This design comes from an exercise in tuning for small area on the open sky130 flow, not from production work. Only simulation tests tie the RTL to the original design; equivalence was not proved. Power figures rest on the tool's default switching activity, not on a simulated workload.

==> inputs of branch quartz <==
Design regfile_sb, start of the top module:
module regfile_sb #(
  parameter int unsigned DATA_W = 16,
  parameter int unsigned ADDR_W = 8
) (
  input  logic              clk,
  input  logic              rst_n,
  input  logic [ADDR_W-1:0] reg_addr_1,
  input  logic [ADDR_W-1:0] reg_addr_2,
  input  logic              write_en,
  input  logic [ADDR_W-1:0] reg_addr_in,
  input  logic [DATA_W-1:0] data_in,
  input  logic              pend_set_en,
  input  logic [ADDR_W-1:0] pend_set_addr,
  output logic [DATA_W-1:0] data_out_1,
  output logic [DATA_W-1:0] data_out_2,
  output logic              busy_1,
  output logic              busy_2,
  output logic              ready,
  output logic [DATA_W-1:0] mem_test
);
==> module regfile_sb, before the edit <==
module regfile_sb #(
  parameter int unsigned DATA_W = 16,
  parameter int unsigned ADDR_W = 8
) (
  input  logic              clk,
  input  logic              rst_n,
  input  logic [ADDR_W-1:0] reg_addr_1,
  input  logic [ADDR_W-1:0] reg_addr_2,
  input  logic              write_en,
  input  logic [ADDR_W-1:0] reg_addr_in,
  input  logic [DATA_W-1:0] data_in,
  input  logic              pend_set_en,
  input  logic [ADDR_W-1:0] pend_set_addr,
  output logic [DATA_W-1:0] data_out_1,
  output logic [DATA_W-1:0] data_out_2,
  output logic              busy_1,
  output logic              busy_2,
  output logic              ready,
  output logic [DATA_W-1:0] mem_test
);
  localparam int unsigned DEPTH = 2 ** ADDR_W;
  logic              ready_q;
  logic [ADDR_W-1:0] clr_ptr_q;
  logic [DATA_W-1:0] mem [DEPTH];
  logic [DEPTH-1:0]  pend_q;
  always_ff @(posedge clk) begin
    if (!rst_n) begin
      ready_q   <= 1'b0;
      clr_ptr_q <= '0;
    end else begin
      clr_ptr_q <= clr_ptr_q + ADDR_W'(1);
      if (clr_ptr_q == {ADDR_W{1'b1}}) ready_q <= 1'b1;
    end
  end
  logic              wr_en;
  logic [ADDR_W-1:0] wr_addr;
  logic [DATA_W-1:0] wr_data;
  logic              set_en;
  assign wr_en   = rst_n & (write_en | ~ready_q);
  assign wr_addr = ready_q ? reg_addr_in : clr_ptr_q;
  assign wr_data = ready_q ? data_in : '0;
  assign set_en  = rst_n & ready_q & pend_set_en;
  logic [DEPTH-1:0] wr_sel, set_sel, rd_sel_1, rd_sel_2;
  always_comb begin
    for (int i = 0; i < DEPTH; i++) begin
      wr_sel[i]   = wr_en  & (wr_addr == ADDR_W'(i));
      set_sel[i]  = set_en & (pend_set_addr == ADDR_W'(i));
      rd_sel_1[i] = ready_q & (reg_addr_1 == ADDR_W'(i));
      rd_sel_2[i] = ready_q & (reg_addr_2 == ADDR_W'(i));
    end
  end
  always_ff @(posedge clk) begin
    for (int i = 0; i < DEPTH; i++) begin
      if (wr_sel[i]) mem[i] <= wr_data;
    end
  end
  always_ff @(posedge clk) begin
    for (int i = 0; i < DEPTH; i++) begin
      pend_q[i] <= set_sel[i] | (pend_q[i] & ~wr_sel[i]);
    end
  end
  always_comb begin
    data_out_1 = '0;
    data_out_2 = '0;
    busy_1     = 1'b0;
    busy_2     = 1'b0;
    for (int i = 0; i < DEPTH; i++) begin
      data_out_1 = data_out_1 | ({DATA_W{rd_sel_1[i]}} & mem[i]);
      data_out_2 = data_out_2 | ({DATA_W{rd_sel_2[i]}} & mem[i]);
      busy_1     = busy_1 | (rd_sel_1[i] & pend_q[i]);
      busy_2     = busy_2 | (rd_sel_2[i] & pend_q[i]);
    end
    mem_test = {DATA_W{ready_q}} & mem[0];
    ready    = ready_q;
  end
endmodule
Settings: LEC_CHECK=0, CAP_MARGIN=30, CORE_MARGIN=2, CORE_UTILIZATION=30, CTS_BUF_LIST=sky130_fd_sc_hd__clkbuf_8, CTS_CLUSTER_DIAMETER=60, CTS_CLUSTER_SIZE=25, PLACE_DENSITY=0.45, SETUP_SLACK_MARGIN=0.2, SLEW_MARGIN=40, SYNTH_MEMORY_MAX_BITS=8192; clock period 8.0 ns.
run.sh (not shown) runs the stock make flow with config.mk's settings and CLKGATE_MAP_FILE= SYNTH_SCRIPT=/design/flow/synth_recipe.tcl, a recipe that flattens the netlist after the stock synthesis.
==> branch violet: changes against branch quartz <==
==> flow/design.v (replaced) <==
module regfile_sb #(
  parameter int unsigned DATA_W = 16,
  parameter int unsigned ADDR_W = 8
) (
  input  logic              clk,
  input  logic              rst_n,
  input  logic [ADDR_W-1:0] reg_addr_1,
  input  logic [ADDR_W-1:0] reg_addr_2,
  input  logic              write_en,
  input  logic [ADDR_W-1:0] reg_addr_in,
  input  logic [DATA_W-1:0] data_in,
  input  logic              pend_set_en,
  input  logic [ADDR_W-1:0] pend_set_addr,
  output logic [DATA_W-1:0] data_out_1,
  output logic [DATA_W-1:0] data_out_2,
  output logic              busy_1,
  output logic              busy_2,
  output logic              ready,
  output logic [DATA_W-1:0] mem_test
);
  localparam int unsigned DEPTH = 2 ** ADDR_W;
  typedef enum logic {CLEAR, READY} state_t;
  state_t            state_q, state_d;
  logic [ADDR_W-1:0] clr_ptr_q, clr_ptr_d;
  logic              ready_q;
  logic [DATA_W-1:0] mem [DEPTH];
  logic [DEPTH-1:0]  pend_q;
  logic              mem_we;
  logic [ADDR_W-1:0] mem_waddr;
  logic [DATA_W-1:0] mem_wdata;
  logic              pend_clr_en;
  logic [ADDR_W-1:0] pend_clr_addr;
  logic              pend_set_ok;
  logic [DATA_W-1:0] rd_1, rd_2, rd_0;
  logic              bz_1, bz_2;
  always_comb begin
    state_d       = state_q;
    clr_ptr_d     = clr_ptr_q;
    mem_we        = 1'b0;
    mem_waddr     = reg_addr_in;
    mem_wdata     = data_in;
    pend_clr_en   = 1'b0;
    pend_clr_addr = reg_addr_in;
    pend_set_ok   = 1'b0;
    case (state_q)
      CLEAR: begin
        mem_we        = rst_n;
        mem_waddr     = clr_ptr_q;
        mem_wdata     = '0;
        pend_clr_en   = rst_n;
        pend_clr_addr = clr_ptr_q;
        if (clr_ptr_q == {ADDR_W{1'b1}}) begin
          state_d = READY;
        end else begin
          clr_ptr_d = clr_ptr_q + ADDR_W'(1);
        end
      end
      READY: begin
        mem_we      = rst_n & write_en;
        pend_clr_en = rst_n & write_en;
        pend_set_ok = rst_n & pend_set_en;
      end
      default: state_d = CLEAR;
    endcase
  end
  always_ff @(posedge clk) begin
    if (!rst_n) begin
      state_q   <= CLEAR;
      clr_ptr_q <= '0;
      ready_q   <= 1'b0;
    end else begin
      state_q   <= state_d;
      clr_ptr_q <= clr_ptr_d;
      ready_q   <= (state_d == READY);
    end
  end
  always_ff @(posedge clk) begin
    if (mem_we) mem[mem_waddr] <= mem_wdata;
  end
  always_ff @(posedge clk) begin
    if (pend_clr_en) pend_q[pend_clr_addr] <= 1'b0;
    if (pend_set_ok) pend_q[pend_set_addr] <= 1'b1;
  end
  always_comb begin
    rd_1 = mem[reg_addr_1];
    rd_2 = mem[reg_addr_2];
    rd_0 = mem[0];
    bz_1 = pend_q[reg_addr_1];
    bz_2 = pend_q[reg_addr_2];
  end
  always_comb begin
    data_out_1 = ready_q ? rd_1 : '0;
    data_out_2 = ready_q ? rd_2 : '0;
    mem_test   = ready_q ? rd_0 : '0;
    busy_1     = ready_q & bz_1;
    busy_2     = ready_q & bz_2;
    ready      = ready_q;
  end
endmodule
- CTS_BUF_LIST: sky130_fd_sc_hd__clkbuf_8 -> default
- CTS_CLUSTER_DIAMETER: 60 -> default
- CTS_CLUSTER_SIZE: 25 -> default
==> branch amber: changes against branch quartz <==
==> flow/design.v (replaced) <==
module regfile_sb #(
  parameter int unsigned DATA_W = 16,
  parameter int unsigned ADDR_W = 8
) (
  input  logic              clk,
  input  logic              rst_n,
  input  logic [ADDR_W-1:0] reg_addr_1,
  input  logic [ADDR_W-1:0] reg_addr_2,
  input  logic              write_en,
  input  logic [ADDR_W-1:0] reg_addr_in,
  input  logic [DATA_W-1:0] data_in,
  input  logic              pend_set_en,
  input  logic [ADDR_W-1:0] pend_set_addr,
  output logic [DATA_W-1:0] data_out_1,
  output logic [DATA_W-1:0] data_out_2,
  output logic              busy_1,
  output logic              busy_2,
  output logic              ready,
  output logic [DATA_W-1:0] mem_test
);
  localparam int unsigned DEPTH = 2 ** ADDR_W;
  typedef enum logic {CLEAR, READY} state_t;
  state_t            state_q, state_d;
  logic [ADDR_W-1:0] clr_ptr_q, clr_ptr_d;
  logic              ready_q;
  logic [DATA_W-1:0] mem [DEPTH];
  logic [DEPTH-1:0]  pend_q;
  logic              mem_we;
  logic [ADDR_W-1:0] mem_waddr;
  logic [DATA_W-1:0] mem_wdata;
  logic              pend_clr_en;
  logic [ADDR_W-1:0] pend_clr_addr;
  logic              pend_set_ok;
  logic [DATA_W-1:0] rd_1, rd_2, rd_0;
  logic              bz_1, bz_2;
  always_comb begin
    state_d       = state_q;
    clr_ptr_d     = clr_ptr_q;
    mem_we        = 1'b0;
    mem_waddr     = reg_addr_in;
    mem_wdata     = data_in;
    pend_clr_en   = 1'b0;
    pend_clr_addr = reg_addr_in;
    pend_set_ok   = 1'b0;
    case (state_q)
      CLEAR: begin
        mem_we        = rst_n;
        mem_waddr     = clr_ptr_q;
        mem_wdata     = '0;
        pend_clr_en   = rst_n;
        pend_clr_addr = clr_ptr_q;
        if (clr_ptr_q == {ADDR_W{1'b1}}) begin
          state_d = READY;
        end else begin
          clr_ptr_d = clr_ptr_q + ADDR_W'(1);
        end
      end
      READY: begin
        mem_we      = rst_n & write_en;
        pend_clr_en = rst_n & write_en;
        pend_set_ok = rst_n & pend_set_en;
      end
      default: state_d = CLEAR;
    endcase
  end
  always_ff @(posedge clk) begin
    if (!rst_n) begin
      state_q   <= CLEAR;
      clr_ptr_q <= '0;
      ready_q   <= 1'b0;
    end else begin
      state_q   <= state_d;
      clr_ptr_q <= clr_ptr_d;
      ready_q   <= (state_d == READY);
    end
  end
  always_ff @(posedge clk) begin
    if (mem_we) mem[mem_waddr] <= mem_wdata;
  end
  always_ff @(posedge clk) begin
    if (pend_clr_en) pend_q[pend_clr_addr] <= 1'b0;
    if (pend_set_ok) pend_q[pend_set_addr] <= 1'b1;
  end
  always_comb begin
    rd_1 = mem[reg_addr_1];
    rd_2 = mem[reg_addr_2];
    rd_0 = mem[0];
    bz_1 = pend_q[reg_addr_1];
    bz_2 = pend_q[reg_addr_2];
  end
  always_comb begin
    data_out_1 = ready_q ? rd_1 : '0;
    data_out_2 = ready_q ? rd_2 : '0;
    mem_test   = ready_q ? rd_0 : '0;
    busy_1     = ready_q & bz_1;
    busy_2     = ready_q & bz_2;
    ready      = ready_q;
  end
endmodule
- CAP_MARGIN: 30 -> 20
- SETUP_SLACK_MARGIN: 0.2 -> 0.1
- SLEW_MARGIN: 40 -> 20
==> notes <==
Branch amber ran to the end with violations: setup timing. Branch quartz did not get past global routing (5_1_grt). Branch violet produced a clean layout.
Against branch violet, the worst hold slack of branch amber is better by 0.0093 ns.
Against branch violet, the register-to-register slack of branch amber is worse by 0.21 ns.
Critical path depth: branch amber is lower than branch violet (5).
In die area, branch violet and branch amber do not differ.
Clock skew: branch violet is lower than branch amber (0.046 ns).
==> figures <==
Iteration count of the initial detailed-routing pass: branch violet 8; branch quartz -; branch amber 9
Post-DR vias/cell: branch violet 6.22; branch quartz -; branch amber 6.22
Clk_buf instances: branch violet 604; branch quartz -; branch amber 449
Clock period minus worst slack: branch violet 7.98 ns; branch quartz -; branch amber 8.16 ns
Power in combinational cells: branch violet 4.45 mW; branch quartz -; branch amber 4.43 mW
FF-to-FF Start: branch violet state_q$_SDFF_PN0_; branch quartz -; branch amber state_q$_SDFF_PN0_
Run status: branch violet complete, no violations; branch quartz stopped before the end; branch amber failed layout checks
Failing step: branch violet -; branch quartz global routing (5_1_grt); branch amber -
Reasons for failing layout checks: branch violet -; branch quartz -; branch amber setup timing
Critical path's slowest cell: branch violet sky130_fd_sc_hd__a311oi_4; branch quartz -; branch amber sky130_fd_sc_hd__and2_1
Category of the most critical setup path: branch violet primary input to output pin; branch quartz -; branch amber primary input to output pin
Synth-to-Final Area Change: branch violet 17.8%; branch quartz -; branch amber 13.6%
Headroom to the max-slew limit: branch violet 31.8%; branch quartz -; branch amber 14.3%
Total of max-cap violations: branch violet 0; branch quartz -; branch amber 0

-- static timing again, ports no longer ideal --
Ports are ideal in the flow. The routed layouts listed here were re-timed in OpenROAD.
Step 1 sets driving cells, clkbuf_16 on the clock port and buf_2 on the other inputs (assumed; they add their load-dependent delay and slew).
Step 2 also shifts input and output timing later by t, the mid clock arrival at the registers, as if the neighbouring blocks saw the same clock.
Three values: no drivers, after step 1, after step 2; two values: the first two.
run	shift t [ns]	setup slack, ns	worst setup path after step 2	worst data-port slew with drivers (ns)
branch violet	1.228	0.020 / -0.071 / -0.071	input to output	0.26
branch amber	1.462	-0.157 / -0.285 / -0.285	input to output	0.26
With both steps, setup timing fails in branch violet, where it was met with ideal ports. The setup slack of branch amber, which loses most, moves by -0.128 ns with the drivers and by -0.128 ns with both steps.
